This design comes from an exercise in tuning for small area, a short achievable clock period and few clock cycles on the open sky130 flow, not from production work.
In this exercise RTL edits were held to simulation tests only and were not proved equivalent to the original.

Setup of old:
==> module hart_mem_sys, before the edit <==
module hart_mem_sys (
    input  logic                   i_clk,
    input  logic                   i_rst_n,
    input  logic [31:0]            i_fetch_addr,
    output logic [31:0]            o_fetch_inst,
    output logic                   o_fetch_busy,
    input  logic                   i_ls_read,
    input  logic                   i_ls_write,
    input  logic [31:0]            i_ls_addr,
    input  logic [31:0]            i_ls_wdata,
    input  logic [1:0]             i_ls_size,
    input  logic                   i_ls_unsigned,
    output logic [31:0]            o_ls_rdata,
    output logic                   o_ls_trap,
    output logic                   o_ls_busy,
    output logic                   o_mem_ren,
    output logic                   o_mem_wen,
    output logic [31:0]            o_mem_addr,
    output logic [31:0]            o_mem_wdata,
    input  logic [31:0]            i_mem_rdata,
    input  logic                   i_mem_valid,
    input  logic                   i_mem_ready
);
    typedef enum logic [1:0] {
        RD_NONE  = 2'd0,
        RD_FETCH = 2'd1,
        RD_LOAD  = 2'd2,
        RD_STORE = 2'd3
    } rd_e;
    rd_e        rd_q, rd_d;
    logic [1:0] off_q;
    logic [1:0] size_q;
    logic       uns_q;
    always_ff @(posedge i_clk) begin
        if (!i_rst_n) rd_q <= RD_NONE;
        else          rd_q <= rd_d;
        off_q  <= i_ls_addr[1:0];
        size_q <= i_ls_size;
        uns_q  <= i_ls_unsigned;
    end
    logic rd_none, rd_f, rd_l, rd_s;
    logic is_byte, is_half, is_word, mis_q;
    assign rd_none = (rd_q == RD_NONE);
    assign rd_f    = (rd_q == RD_FETCH);
    assign rd_l    = (rd_q == RD_LOAD);
    assign rd_s    = (rd_q == RD_STORE);
    assign is_byte = (size_q == 2'd0);
    assign is_half = (size_q == 2'd1);
    assign is_word = size_q[1];
    assign mis_q   = (is_half && off_q[0]) || (is_word && (off_q != 2'b00));
    logic ls_turn_q, ls_turn_d;
    logic ls_sel, word_store, ls_done;
    always_ff @(posedge i_clk) begin
        if (!i_rst_n) ls_turn_q <= 1'b1;
        else          ls_turn_q <= ls_turn_d;
    end
    assign word_store = i_ls_write && i_ls_size[1] && (i_ls_addr[1:0] == 2'b00);
    assign ls_sel     = (i_ls_read || i_ls_write) && ls_turn_q;
    assign o_mem_wen  = i_mem_ready && ((rd_none && ls_turn_q && word_store) ||
                                        (rd_s && i_mem_valid && !mis_q));
    assign o_mem_ren  = i_mem_ready && ((rd_none && !(ls_turn_q && word_store)) ||
                                        (rd_l && i_mem_valid));
    assign o_mem_addr = ls_sel ? {i_ls_addr[31:2], 2'b00} : {i_fetch_addr[31:2], 2'b00};
    assign ls_done = (i_ls_read || i_ls_write) && !o_ls_busy;
    always_comb begin
        rd_d = rd_q;
        if (i_mem_valid) rd_d = RD_NONE;
        if (o_mem_ren) begin
            if (!ls_sel)         rd_d = RD_FETCH;
            else if (i_ls_write) rd_d = RD_STORE;
            else                 rd_d = RD_LOAD;
        end
        ls_turn_d = ls_turn_q;
        if (ls_done || (o_mem_ren && ls_sel && i_ls_read)) ls_turn_d = 1'b0;
        if (!o_fetch_busy) ls_turn_d = 1'b1;
    end
    assign o_fetch_inst = i_mem_rdata;
    assign o_fetch_busy = !(rd_f && i_mem_valid);
    assign o_ls_busy = !(o_mem_wen || ((rd_l || (rd_s && mis_q)) && i_mem_valid));
    assign o_ls_trap = mis_q && rd_q[1];
    logic [3:0] mask, sel_old, sel_own, sel_lo, sel_hi;
    always_comb begin
        if (is_byte)      mask = 4'b0001 << off_q;
        else if (is_half) mask = off_q[1] ? 4'b1100 : 4'b0011;
        else              mask = 4'b1111;
    end
    always_comb begin
        sel_old = 4'b0000;
        sel_own = 4'b1111;
        sel_lo  = 4'b0000;
        sel_hi  = 4'b0000;
        if (rd_s) begin
            sel_old = ~mask;
            sel_own = mask & (is_half ? 4'b0011 : 4'b0001);
            sel_lo  = mask & (is_half ? 4'b0100 : 4'b1110);
            sel_hi  = mask & (is_half ? 4'b1000 : 4'b0000);
        end
    end
    always_comb begin
        for (int k = 0; k < 4; k++) begin
            o_mem_wdata[8*k +: 8] = ({8{sel_old[k]}} & i_mem_rdata[8*k +: 8]) |
                                    ({8{sel_own[k]}} & i_ls_wdata[8*k +: 8]) |
                                    ({8{sel_lo[k]}}  & i_ls_wdata[7:0]) |
                                    ({8{sel_hi[k]}}  & i_ls_wdata[15:8]);
        end
    end
    logic [3:0] lo_sel, sign_b_sel, sign_h_sel;
    logic       sign_b, sign_bh;
    assign lo_sel     = 4'b0001 << off_q;
    assign sign_b_sel = (uns_q || !is_byte) ? 4'b0000 : lo_sel;
    assign sign_h_sel = (uns_q || !is_half) ? 4'b0000 : (off_q[1] ? 4'b1000 : 4'b0010);
    assign sign_b     = |(sign_b_sel & {i_mem_rdata[31], i_mem_rdata[23],
                                        i_mem_rdata[15], i_mem_rdata[7]});
    assign sign_bh    = |((sign_b_sel | sign_h_sel) & {i_mem_rdata[31], i_mem_rdata[23],
                                                       i_mem_rdata[15], i_mem_rdata[7]});
    always_comb begin
        o_ls_rdata[7:0]   = ({8{lo_sel[0]}} & i_mem_rdata[7:0]) |
                            ({8{lo_sel[1]}} & i_mem_rdata[15:8]) |
                            ({8{lo_sel[2]}} & i_mem_rdata[23:16]) |
                            ({8{lo_sel[3]}} & i_mem_rdata[31:24]);
        o_ls_rdata[15:8]  = ({8{!is_byte && !off_q[1]}} & i_mem_rdata[15:8]) |
                            ({8{!is_byte &&  off_q[1]}} & i_mem_rdata[31:24]) |
                            {8{sign_b}};
        o_ls_rdata[31:16] = ({16{is_word}} & i_mem_rdata[31:16]) | {16{sign_bh}};
    end
endmodule
export LEC_CHECK = 0
export CAP_MARGIN = 20
export CORE_MARGIN = 2
export CORE_UTILIZATION = 25
export PLACE_DENSITY = 0.6
export SETUP_SLACK_MARGIN = 2.3
export SLEW_MARGIN = 20
create_clock -name core_clock -period 6.0 [get_ports {i_clk}]
standard.sh (not shown) runs the stock make flow with config.mk's settings and CLKGATE_MAP_FILE= SYNTH_SCRIPT=/design/flow/synth_recipe.tcl, a recipe that flattens the netlist after the stock synthesis.
==> flow/flow/run.sh <==
#!/bin/bash
set -euo pipefail
export BUFFER_PORTS_ARGS="-buffer_cell sky130_fd_sc_hd__buf_1"
bash standard.sh MATCH_CELL_FOOTPRINT=0 finish > standard_flow.log 2>&1
old completed end to end with timing, DRC and antenna clean.
Testbench counts of old, summed over its fixed seeds: cycles 137,032.
Inputs modified between old and new:
-- flow/design.v --
<<< old, line 64
    assign is_word = size_q[1];
    assign mis_q   = (is_half && off_q[0]) || (is_word && (off_q != 2'b00));
    logic ls_turn_q, ls_turn_d;
    logic ls_sel, word_store, ls_done;
    always_ff @(posedge i_clk) begin
        if (!i_rst_n) ls_turn_q <= 1'b1;
        else          ls_turn_q <= ls_turn_d;
    end
    assign word_store = i_ls_write && i_ls_size[1] && (i_ls_addr[1:0] == 2'b00);
    assign ls_sel     = (i_ls_read || i_ls_write) && ls_turn_q;
    assign o_mem_wen  = i_mem_ready && ((rd_none && ls_turn_q && word_store) ||
                                        (rd_s && i_mem_valid && !mis_q));
    assign o_mem_ren  = i_mem_ready && ((rd_none && !(ls_turn_q && word_store)) ||
                                        (rd_l && i_mem_valid));
    assign o_mem_addr = ls_sel ? {i_ls_addr[31:2], 2'b00} : {i_fetch_addr[31:2], 2'b00};
    assign ls_done = (i_ls_read || i_ls_write) && !o_ls_busy;
    always_comb begin
        rd_d = rd_q;
>>> new, line 64
    assign is_word = size_q[1];
    assign mis_q   = (is_half && off_q[0]) || (is_word && (off_q != 2'b00));
    logic ls_sel, word_store, bus_free;
    assign bus_free   = rd_none || i_mem_valid;
    assign word_store = i_ls_write && i_ls_size[1] && (i_ls_addr[1:0] == 2'b00);
    assign ls_sel     = (i_ls_read || i_ls_write) && !rd_l;
    assign o_mem_wen  = i_mem_ready && ((word_store && bus_free) ||
                                        (rd_s && i_mem_valid && !mis_q));
    assign o_mem_ren  = i_mem_ready && bus_free &&
                        (ls_sel ? (!word_store && !rd_s) : !rd_f);
    assign o_mem_addr = ls_sel ? {i_ls_addr[31:2], 2'b00} : {i_fetch_addr[31:2], 2'b00};
    always_comb begin
        rd_d = rd_q;
<<< old, line 86
            else                 rd_d = RD_LOAD;
        end
        ls_turn_d = ls_turn_q;
        if (ls_done || (o_mem_ren && ls_sel && i_ls_read)) ls_turn_d = 1'b0;
        if (!o_fetch_busy) ls_turn_d = 1'b1;
    end
    assign o_fetch_inst = i_mem_rdata;
>>> new, line 81
            else                 rd_d = RD_LOAD;
        end
    end
    assign o_fetch_inst = i_mem_rdata;
<<< old, line 120
        end
    end
    logic [3:0] lo_sel, sign_b_sel, sign_h_sel;
    logic       sign_b, sign_bh;
    assign lo_sel     = 4'b0001 << off_q;
    assign sign_b_sel = (uns_q || !is_byte) ? 4'b0000 : lo_sel;
    assign sign_h_sel = (uns_q || !is_half) ? 4'b0000 : (off_q[1] ? 4'b1000 : 4'b0010);
    assign sign_b     = |(sign_b_sel & {i_mem_rdata[31], i_mem_rdata[23],
                                        i_mem_rdata[15], i_mem_rdata[7]});
    assign sign_bh    = |((sign_b_sel | sign_h_sel) & {i_mem_rdata[31], i_mem_rdata[23],
                                                       i_mem_rdata[15], i_mem_rdata[7]});
    always_comb begin
        o_ls_rdata[7:0]   = ({8{lo_sel[0]}} & i_mem_rdata[7:0]) |
>>> new, line 112
        end
    end
    logic [3:0] lo_sel, sign_sel;
    logic       sign;
    assign lo_sel   = 4'b0001 << off_q;
    assign sign_sel = uns_q   ? 4'b0000 :
                      is_byte ? lo_sel :
                      is_half ? (off_q[1] ? 4'b1000 : 4'b0010) : 4'b0000;
    assign sign     = |(sign_sel & {i_mem_rdata[31], i_mem_rdata[23],
                                    i_mem_rdata[15], i_mem_rdata[7]});
    always_comb begin
        o_ls_rdata[7:0]   = ({8{lo_sel[0]}} & i_mem_rdata[7:0]) |
<<< old, line 136
        o_ls_rdata[15:8]  = ({8{!is_byte && !off_q[1]}} & i_mem_rdata[15:8]) |
                            ({8{!is_byte &&  off_q[1]}} & i_mem_rdata[31:24]) |
                            {8{sign_b}};
        o_ls_rdata[31:16] = ({16{is_word}} & i_mem_rdata[31:16]) | {16{sign_bh}};
    end
endmodule
>>> new, line 127
        o_ls_rdata[15:8]  = ({8{!is_byte && !off_q[1]}} & i_mem_rdata[15:8]) |
                            ({8{!is_byte &&  off_q[1]}} & i_mem_rdata[31:24]) |
                            ({8{is_byte}} & {8{sign}});
        o_ls_rdata[31:16] = is_word ? i_mem_rdata[31:16] : {16{sign}};
    end
endmodule
Worst-case headroom to the max-slew limit in new vs old: up 13 points. Diff old -> new | routability congestion estimate from global placement | decrease of 0.068. [compare] base=old new=new: post-detailed-routing wire length shows a reduction of 10%, number of buffers other than clock buffers in the final layout shows a reduction of 1, synthesized cell count shows an increase of 14, multi-input gate share of the layout cell area shows a reduction of 0.94 points. Layout clock buffer count, old and new: higher on new. Number of global-route vias before repair in new vs old: down 279. Delta (new minus old): least setup slack across all paths after layout +0.046 ns, all-layer global routing usage decreased 1.7 points.
Testbench counts of new, summed over its fixed seeds: cycles 137,032.

afterwards: timing with drivers on the ports:
In the flow no input, the clock included, has a driving cell. The finished layouts below were timed again as built, in two steps. Step 1 assumes that a clkbuf_16 drives the clock port and a buf_2 every other input. Step 2 also shifts input and output timing later by t, the mid clock arrival at the registers, as if the neighbouring blocks saw the same clock. Three values: ideal ports, drivers, drivers and shift; two values: the first two.
| run | t, ns | slack for setup (ns) | worst setup path at the end | pins driven straight from the clock port |
|---|---|---|---|---|
| old | 0.244 | 2.333 / 2.307 / 2.307 | input to output | 1 |
| new | 0.243 | 2.379 / 2.353 / 2.353 | input to output | 1 |
After both steps every run listed still meets setup and hold.
